Source: an optimization exercise on an open RTL-to-GDS flow (aim: small area). Production flows keep margins and buffers that such runs may drop. Only simulation tests tie the RTL to the original design; equivalence was not proved. The clock port is modelled as an ideal driver, which makes a skipped or thinned clock tree look cheaper than it is; a real chip needs a root buffer or a tree. Power figures rest on the tool's default switching activity, not on a simulated workload.

pepper:
==> flow/design.v (excerpt) <==
module rb_window_stream #(
    parameter int PIXEL_WIDTH = 8,
    parameter int K           = 3,
    parameter int IMG_WIDTH   = 128,
    parameter int IMG_HEIGHT  = 128
) (
    input  logic                                 clk,
    input  logic                                 rst,
    input  logic                                 in_valid,
    output logic                                 in_ready,
    input  logic [PIXEL_WIDTH-1:0]               in_pixel,
    input  logic                                 in_sof,
    output logic                                 out_valid,
    input  logic                                 out_ready,
    output logic [K*PIXEL_WIDTH-1:0]             out_col,
    output logic [$clog2(IMG_WIDTH)-1:0]         out_x,
    output logic [$clog2(IMG_HEIGHT)-1:0]        out_y,
    output logic                                 out_eof
);
    localparam int XW    = $clog2(IMG_WIDTH);
    localparam int YW    = $clog2(IMG_HEIGHT);
    localparam int PW    = PIXEL_WIDTH;
    localparam int DEPTH = (K - 1) * IMG_WIDTH + 1;    
    localparam logic [XW-1:0] X_LAST = XW'(IMG_WIDTH - 1);
    localparam logic [YW-1:0] Y_LAST = YW'(IMG_HEIGHT - 1);
    localparam logic [YW-1:0] Y_PRIM = YW'(K - 1);
    logic              adv;
    logic              accept;
    logic              move;        
    logic              s1_valid_reg;
    logic              s1_sof_reg;
    logic [PW-1:0]     s1_pixel_reg;
    logic              out_full_reg;
    logic [XW-1:0]     out_x_reg;   
    logic [YW-1:0]     out_y_reg;
    logic [XW-1:0]     s1_x;
    logic [YW-1:0]     s1_y;
    logic [PW-1:0]     sr [DEPTH];
    assign adv    = !out_valid || out_ready;
    assign in_ready = adv && !rst;
    assign accept = in_valid && adv && !rst;
    assign move   = adv && s1_valid_reg;
    always_comb begin
        if (s1_sof_reg) begin
            s1_x = '0;
            s1_y = '0;
        end else if (out_x_reg == X_LAST) begin
            s1_x = '0;
            s1_y = (out_y_reg == Y_LAST) ? '0 : out_y_reg + YW'(1);
        end else begin
            s1_x = out_x_reg + XW'(1);
  ...
For scale: ~2100 flip-flops, about 54 I/O pins.
clock: 5.0 ns
lec_check: 0
cap_margin: 20
core_margin: 2
core_utilization: 75
gpl_timing_driven: 0
slew_margin: 20
standard.sh (not shown) runs the stock make flow with config.mk's settings and CLKGATE_MAP_FILE= SYNTH_SCRIPT=/design/flow/synth_recipe.tcl, a recipe that flattens the netlist after the stock synthesis.
==> flow/flow/run.sh <==
#!/bin/bash
# Standard layout, except: the clock tree is built by hand as 104 balanced leaf
# clusters under 13 mid-level buffers and one root buffer (flow/cts_hook.tcl);
# the shift register's enable is buffered by hand (flow/resize_hook.tcl), with
# placement not timing-driven so that it adds no buffers of its own; and each
# port gets the smallest buffer.
set -euo pipefail
export PRE_CTS_TCL="$PWD/flow/cts_hook.tcl"
export PRE_RESIZE_TCL="$PWD/flow/resize_hook.tcl"
export BUFFER_PORTS_ARGS="-buffer_cell sky130_fd_sc_hd__buf_1"
bash standard.sh > standard.log 2>&1
==> flow/flow/cts_hook.tcl <==
# Runs at the start of ORFS's cts.tcl: builds the clock tree by hand
# (flow/trees.tcl) and turns the CTS call that follows, and the cloning of
# clock inverters before it, into no-ops; the rest of the CTS step
# (legalisation, timing repair) runs as usual.
source [file join [file dirname [info script]] trees.tcl]
tr_clock clk {{88 sky130_fd_sc_hd__inv_8} {11 sky130_fd_sc_hd__inv_16} {1 sky130_fd_sc_hd__clkbuf_16}}
set_propagated_clock [all_clocks]
rename repair_clock_inverters ""
proc repair_clock_inverters {args} { puts "repair_clock_inverters skipped: tree built by flow/trees.tcl" }
rename clock_tree_synthesis ""
proc clock_tree_synthesis {args} { puts "clock_tree_synthesis skipped: tree built by flow/trees.tcl" }
==> flow/flow/resize_hook.tcl <==
# Runs before repair_design in ORFS's resize.tcl: buffers the shift register's
# enable (the net with the most sinks) by hand as 24 clusters under 3
# mid-level buffers (flow/trees.tcl), and keeps repair_design to the smaller
# buffers.
source [file join [file dirname [info script]] trees.tcl]
set_dont_use {sky130_fd_sc_hd__buf_6 sky130_fd_sc_hd__buf_8 sky130_fd_sc_hd__buf_12 sky130_fd_sc_hd__buf_16 sky130_fd_sc_hd__bufinv_8 sky130_fd_sc_hd__bufinv_16 sky130_fd_sc_hd__bufbuf_8 sky130_fd_sc_hd__bufbuf_16}
tr_fanout {{24 sky130_fd_sc_hd__buf_4} {3 sky130_fd_sc_hd__buf_4}}
==> flow/flow/trees.tcl <==
# Hand-built buffer trees. The sinks of a net are split by recursive bisection
# into equal-sized clusters, each driven by a buffer at its centre; the
# buffers of each level are grouped the same way under the next level's.

proc tr_split {items n} {
  # items: list of {iterm x y}; returns n groups of near-equal size, split
  # recursively across the wider side of their bounding box
  if {$n <= 1} { return [list $items] }
  set xs [lmap e $items {lindex $e 1}]; set ys [lmap e $items {lindex $e 2}]
  set dx [expr {[tcl::mathfunc::max {*}$xs] - [tcl::mathfunc::min {*}$xs]}]
  set dy [expr {[tcl::mathfunc::max {*}$ys] - [tcl::mathfunc::min {*}$ys]}]
  set k [expr {$dx >= $dy ? 1 : 2}]
  set s [lsort -real -index $k $items]
  set n1 [expr {$n / 2}]
  set h [expr {([llength $s] * $n1 + $n / 2) / $n}]
  return [concat [tr_split [lrange $s 0 [expr {$h-1}]] $n1] [tr_split [lrange $s $h end] [expr {$n - $n1}]]]
}

# Drive each group from a new buffer at the group's centre; returns the new
# buffers' inputs as the next level's items.
proc tr_level {groups master prefix sigtype} {
  set block [ord::get_db_block]
  set m [[ord::get_db] findMaster $master]
  set next {}
  set i 0
  foreach g $groups {
    set net [odb::dbNet_create $block "${prefix}_${i}_net"]
    $net setSigType $sigtype
    set buf [odb::dbInst_create $block $m "${prefix}_${i}"]
    foreach e $g {
      set it [lindex $e 0]
      if {[$it getNet] ne "NULL"} { $it disconnect }
      $it connect $net
    }
    foreach it [$buf getITerms] {
      if {[$it getIoType] eq "OUTPUT"} { $it connect $net }
    }
    set sx 0; set sy 0
    foreach e $g { set sx [expr {$sx + [lindex $e 1]}]; set sy [expr {$sy + [lindex $e 2]}] }
    set cx [expr {int($sx / [llength $g])}]; set cy [expr {int($sy / [llength $g])}]
    $buf setLocation $cx $cy
    $buf setPlacementStatus PLACED
    lappend next [list [$buf findITerm A] $cx $cy]
    incr i
  }
  return $next
}

proc tr_item {it} {
  set b [[$it getInst] getBBox]
  return [list $it [expr {([$b xMin]+[$b xMax])/2}] [expr {([$b yMin]+[$b yMax])/2}]]
}

# Build the tree for net's sinks (iterms); levels: list of {count master}
# from the leaves up. The top level's inputs go back on net.
proc tr_build {net sinks levels prefix sigtype} {
  set items [lmap it $sinks {tr_item $it}]
  puts "buffer tree $prefix: [llength $items] sinks on [$net getName]"
  set li 0
  foreach lv $levels {
    lassign $lv n master
    set items [tr_level [tr_split $items $n] $master "${prefix}_l${li}" $sigtype]
    puts "buffer tree $prefix: level $li, [llength $items] x $master"
    incr li
  }
  foreach e $items { [lindex $e 0] connect $net }
}

# The clock tree: every flip-flop's clock pin on the clock net.
proc tr_clock {clk_net_name levels} {
  set net [[ord::get_db_block] findNet $clk_net_name]
  set sinks {}
  foreach it [$net getITerms] {
    if {[[[$it getInst] getMaster] isSequential]} { lappend sinks $it }
  }
  tr_build $net $sinks $levels ct CLOCK
}

# The signal net with the most sinks (the shift register's enable); nets
# that reach a clock pin are skipped.
proc tr_widest_net {} {
  set best NULL; set bn 0
  foreach net [[ord::get_db_block] getNets] {
    if {[$net getSigType] ne "SIGNAL"} { continue }
    set its [$net getITerms]
    set n [llength $its]
    if {$n <= $bn} { continue }
    set clock 0
    foreach it $its { if {[[$it getMTerm] getSigType] eq "CLOCK"} { set clock 1; break } }
    if {$clock} { continue }
    if {$n > $bn} { set bn $n; set best $net }
  }
  return $best
}

proc tr_fanout {levels} {
  set net [tr_widest_net]
  set sinks {}
  foreach it [$net getITerms] {
    if {[$it getIoType] eq "INPUT"} { lappend sinks $it }
  }
  tr_build $net $sinks $levels ft SIGNAL
}
What onyx does differently from pepper at the input level:
==> flow/flow/cts_hook.tcl <==
# Runs before clock_tree_synthesis in ORFS's cts.tcl: builds the clock tree by
# hand (flow/trees.tcl) and turns the CTS call that follows into a no-op; the
# rest of the CTS step (legalisation, timing repair) runs as usual.
source [file join [file dirname [info script]] trees.tcl]
tr_clock clk {{104 sky130_fd_sc_hd__clkbuf_8} {13 sky130_fd_sc_hd__clkbuf_8} {4 sky130_fd_sc_hd__clkbuf_8} {1 sky130_fd_sc_hd__clkbuf_16}}
set_propagated_clock [all_clocks]
rename clock_tree_synthesis ""
proc clock_tree_synthesis {args} { puts "clock_tree_synthesis skipped: tree built by flow/trees.tcl" }
diff --git a/flow/flow/trees.tcl b/flow/flow/trees.tcl
--- a/flow/flow/trees.tcl
+++ b/flow/flow/trees.tcl
@@ -33,7 +33,5 @@
       $it connect $net
     }
-    foreach it [$buf getITerms] {
-      if {[$it getIoType] eq "OUTPUT"} { $it connect $net }
-    }
+    [$buf findITerm X] connect $net
     set sx 0; set sy 0
     foreach e $g { set sx [expr {$sx + [lindex $e 1]}]; set sy [expr {$sy + [lindex $e 2]}] }
@@ -77,16 +75,10 @@
 }
 
-# The signal net with the most sinks (the shift register's enable); nets
-# that reach a clock pin are skipped.
+# The signal net with the most sinks (the shift register's enable).
 proc tr_widest_net {} {
   set best NULL; set bn 0
   foreach net [[ord::get_db_block] getNets] {
     if {[$net getSigType] ne "SIGNAL"} { continue }
-    set its [$net getITerms]
-    set n [llength $its]
-    if {$n <= $bn} { continue }
-    set clock 0
-    foreach it $its { if {[[$it getMTerm] getSigType] eq "CLOCK"} { set clock 1; break } }
-    if {$clock} { continue }
+    set n [llength [$net getITerms]]
     if {$n > $bn} { set bn $n; set best $net }
   }
==> comparison <==
- Between onyx and pepper, the overall overflow remaining after global route does not differ in any meaningful way.
- Worst hold slack, onyx and pepper: larger value in pepper
- Summary of onyx over pepper: wire length of the first global-routing pass climbed about 0.8%; first-iteration DRC count dropped 6.2%; fraction of met2 tracks used by global routing barely changed.
- Diff onyx and pepper: share of power burned in registers higher in pepper
- The run showing the greater via count is onyx.
- Delta(post-synthesis to final-layout area growth, onyx - pepper) > 0
#### Input delta (amber over onyx)
==> flow/flow/cts_hook.tcl <==
# Runs at the start of ORFS's cts.tcl: builds the clock tree by hand
# (flow/trees.tcl) and turns the CTS call that follows, and the cloning of
# clock inverters before it, into no-ops; the rest of the CTS step
# (legalisation, timing repair) runs as usual.
source [file join [file dirname [info script]] trees.tcl]
tr_clock clk {{80 sky130_fd_sc_hd__inv_8} {10 sky130_fd_sc_hd__inv_16} {2 sky130_fd_sc_hd__clkbuf_16} {1 sky130_fd_sc_hd__clkbuf_16}}
set_propagated_clock [all_clocks]
rename repair_clock_inverters ""
proc repair_clock_inverters {args} { puts "repair_clock_inverters skipped: tree built by flow/trees.tcl" }
rename clock_tree_synthesis ""
proc clock_tree_synthesis {args} { puts "clock_tree_synthesis skipped: tree built by flow/trees.tcl" }
diff --git a/flow/flow/trees.tcl b/flow/flow/trees.tcl
--- a/flow/flow/trees.tcl
+++ b/flow/flow/trees.tcl
@@ -33,5 +33,7 @@
       $it connect $net
     }
-    [$buf findITerm X] connect $net
+    foreach it [$buf getITerms] {
+      if {[$it getIoType] eq "OUTPUT"} { $it connect $net }
+    }
     set sx 0; set sy 0
     foreach e $g { set sx [expr {$sx + [lindex $e 1]}]; set sy [expr {$sy + [lindex $e 2]}] }
@@ -75,10 +77,16 @@
 }
 
-# The signal net with the most sinks (the shift register's enable).
+# The signal net with the most sinks (the shift register's enable); nets
+# that reach a clock pin are skipped.
 proc tr_widest_net {} {
   set best NULL; set bn 0
   foreach net [[ord::get_db_block] getNets] {
     if {[$net getSigType] ne "SIGNAL"} { continue }
-    set n [llength [$net getITerms]]
+    set its [$net getITerms]
+    set n [llength $its]
+    if {$n <= $bn} { continue }
+    set clock 0
+    foreach it $its { if {[[$it getMTerm] getSigType] eq "CLOCK"} { set clock 1; break } }
+    if {$clock} { continue }
     if {$n > $bn} { set bn $n; set best $net }
   }
Notes after the runs:
amber vs. onyx: sequential share of layout area went up by 0.74 points. Endpoint required time on the critical path delta for amber relative to onyx: 90 ps lower. amber vs onyx: slew at the pin closest to its max-slew limit down. The final reports for amber and onyx show number of global-route vias before repair lower in the former. Switching power of the nets, amber vs onyx: up by more than 10%. amber vs onyx — number of DRC violations after detailed-routing iteration 0 rose 175. Power consumption in amber is 2.4% below onyx.
Setup changes, amber to harbor
- CORE_UTILIZATION now 78, was 75
==> flow/flow/run.sh <==
#!/bin/bash
# Standard layout (standard.sh), except:
# - the clock tree is built by hand (flow/cts_hook.tcl, flow/trees.tcl): the
#   flip-flops are split into 64 equal clusters, each driven by an inverter,
#   under 8 inverters and two levels of clock buffers, so every flip-flop sees
#   two inversions and the same number of stages;
# - the shift register's enable is buffered by hand (flow/resize_hook.tcl),
#   with placement not timing-driven so that it adds no buffers of its own;
# - each port gets the smallest buffer.
set -euo pipefail
export PRE_CTS_TCL="$PWD/flow/cts_hook.tcl"
export PRE_RESIZE_TCL="$PWD/flow/resize_hook.tcl"
export BUFFER_PORTS_ARGS="-buffer_cell sky130_fd_sc_hd__buf_1"
bash standard.sh > standard.log 2>&1
diff --git a/flow/flow/cts_hook.tcl b/flow/flow/cts_hook.tcl
--- a/flow/flow/cts_hook.tcl
+++ b/flow/flow/cts_hook.tcl
@@ -4,5 +4,5 @@
 # (legalisation, timing repair) runs as usual.
 source [file join [file dirname [info script]] trees.tcl]
-tr_clock clk {{80 sky130_fd_sc_hd__inv_8} {10 sky130_fd_sc_hd__inv_16} {2 sky130_fd_sc_hd__clkbuf_16} {1 sky130_fd_sc_hd__clkbuf_16}}
+tr_clock clk {{64 sky130_fd_sc_hd__inv_12} {8 sky130_fd_sc_hd__inv_16} {2 sky130_fd_sc_hd__clkbuf_16} {1 sky130_fd_sc_hd__clkbuf_16}}
 set_propagated_clock [all_clocks]
 rename repair_clock_inverters ""
diff --git a/flow/flow/resize_hook.tcl b/flow/flow/resize_hook.tcl
--- a/flow/flow/resize_hook.tcl
+++ b/flow/flow/resize_hook.tcl
@@ -5,3 +5,3 @@
 source [file join [file dirname [info script]] trees.tcl]
 set_dont_use {sky130_fd_sc_hd__buf_6 sky130_fd_sc_hd__buf_8 sky130_fd_sc_hd__buf_12 sky130_fd_sc_hd__buf_16 sky130_fd_sc_hd__bufinv_8 sky130_fd_sc_hd__bufinv_16 sky130_fd_sc_hd__bufbuf_8 sky130_fd_sc_hd__bufbuf_16}
-tr_fanout {{24 sky130_fd_sc_hd__buf_4} {3 sky130_fd_sc_hd__buf_4}}
+tr_fanout {{24 sky130_fd_sc_hd__inv_4} {3 sky130_fd_sc_hd__inv_4}}
==> results.txt <==
Delta (harbor minus amber): HPWL reported at the end of detailed placement increased by 37% relative to the old numbers; die extent in y decreased by 1.9% relative to the old numbers; number of distinct library cells after synthesis closely matched the old numbers; final weighted congestion in routability-driven placement decreased by about 2.2% relative to the old numbers; number of nets in the synthesized netlist closely matched the old numbers.
harbor reports a lower width of the chip than amber does.
Compared with amber, harbor shows row count that has gone down slightly.
The flow ended early for harbor: it failed with a tool error in detailed placement (3_5_place_dp).
In pepper, onyx and amber the design's own scripts or RTL, not TritonCTS, make the clock network.

port drivers added, routing unchanged:
The results above use ideal ports. As a check the final layouts listed here were re-extracted and re-timed, cells and wires unchanged. Step 1 sets driving cells, clkbuf_16 on the clock port and buf_2 on the other inputs (assumed; they add their load-dependent delay and slew). Step 2, shift: input delay + t, output delay - t, t = (earliest + latest rising clock arrival at the registers) / 2. This alone moves slack from input paths to output paths. a / b / c = ideal / step 1 / step 2; a / b = the first two.
run | shift t [ns] | slack for setup (ns) | slew at the worst register clock pin (ns) | worst data-port slew with drivers (ns) | cell pins on the clock port's net
pepper | 0.822 | 1.472 / 1.472 / 1.416 | 0.12 / 0.12 | 0.03 | 1
onyx | 0.812 | 1.491 / 1.482 / 1.438 | 0.12 / 0.12 | 0.03 | 1
amber | 0.741 | 1.476 / 1.476 / 1.406 | 0.12 / 0.12 | 0.03 | 1
After both steps setup and hold are still met in every run listed. The setup slack of amber, which loses most, moves by 0.000 ns with the drivers and by -0.070 ns with both steps.
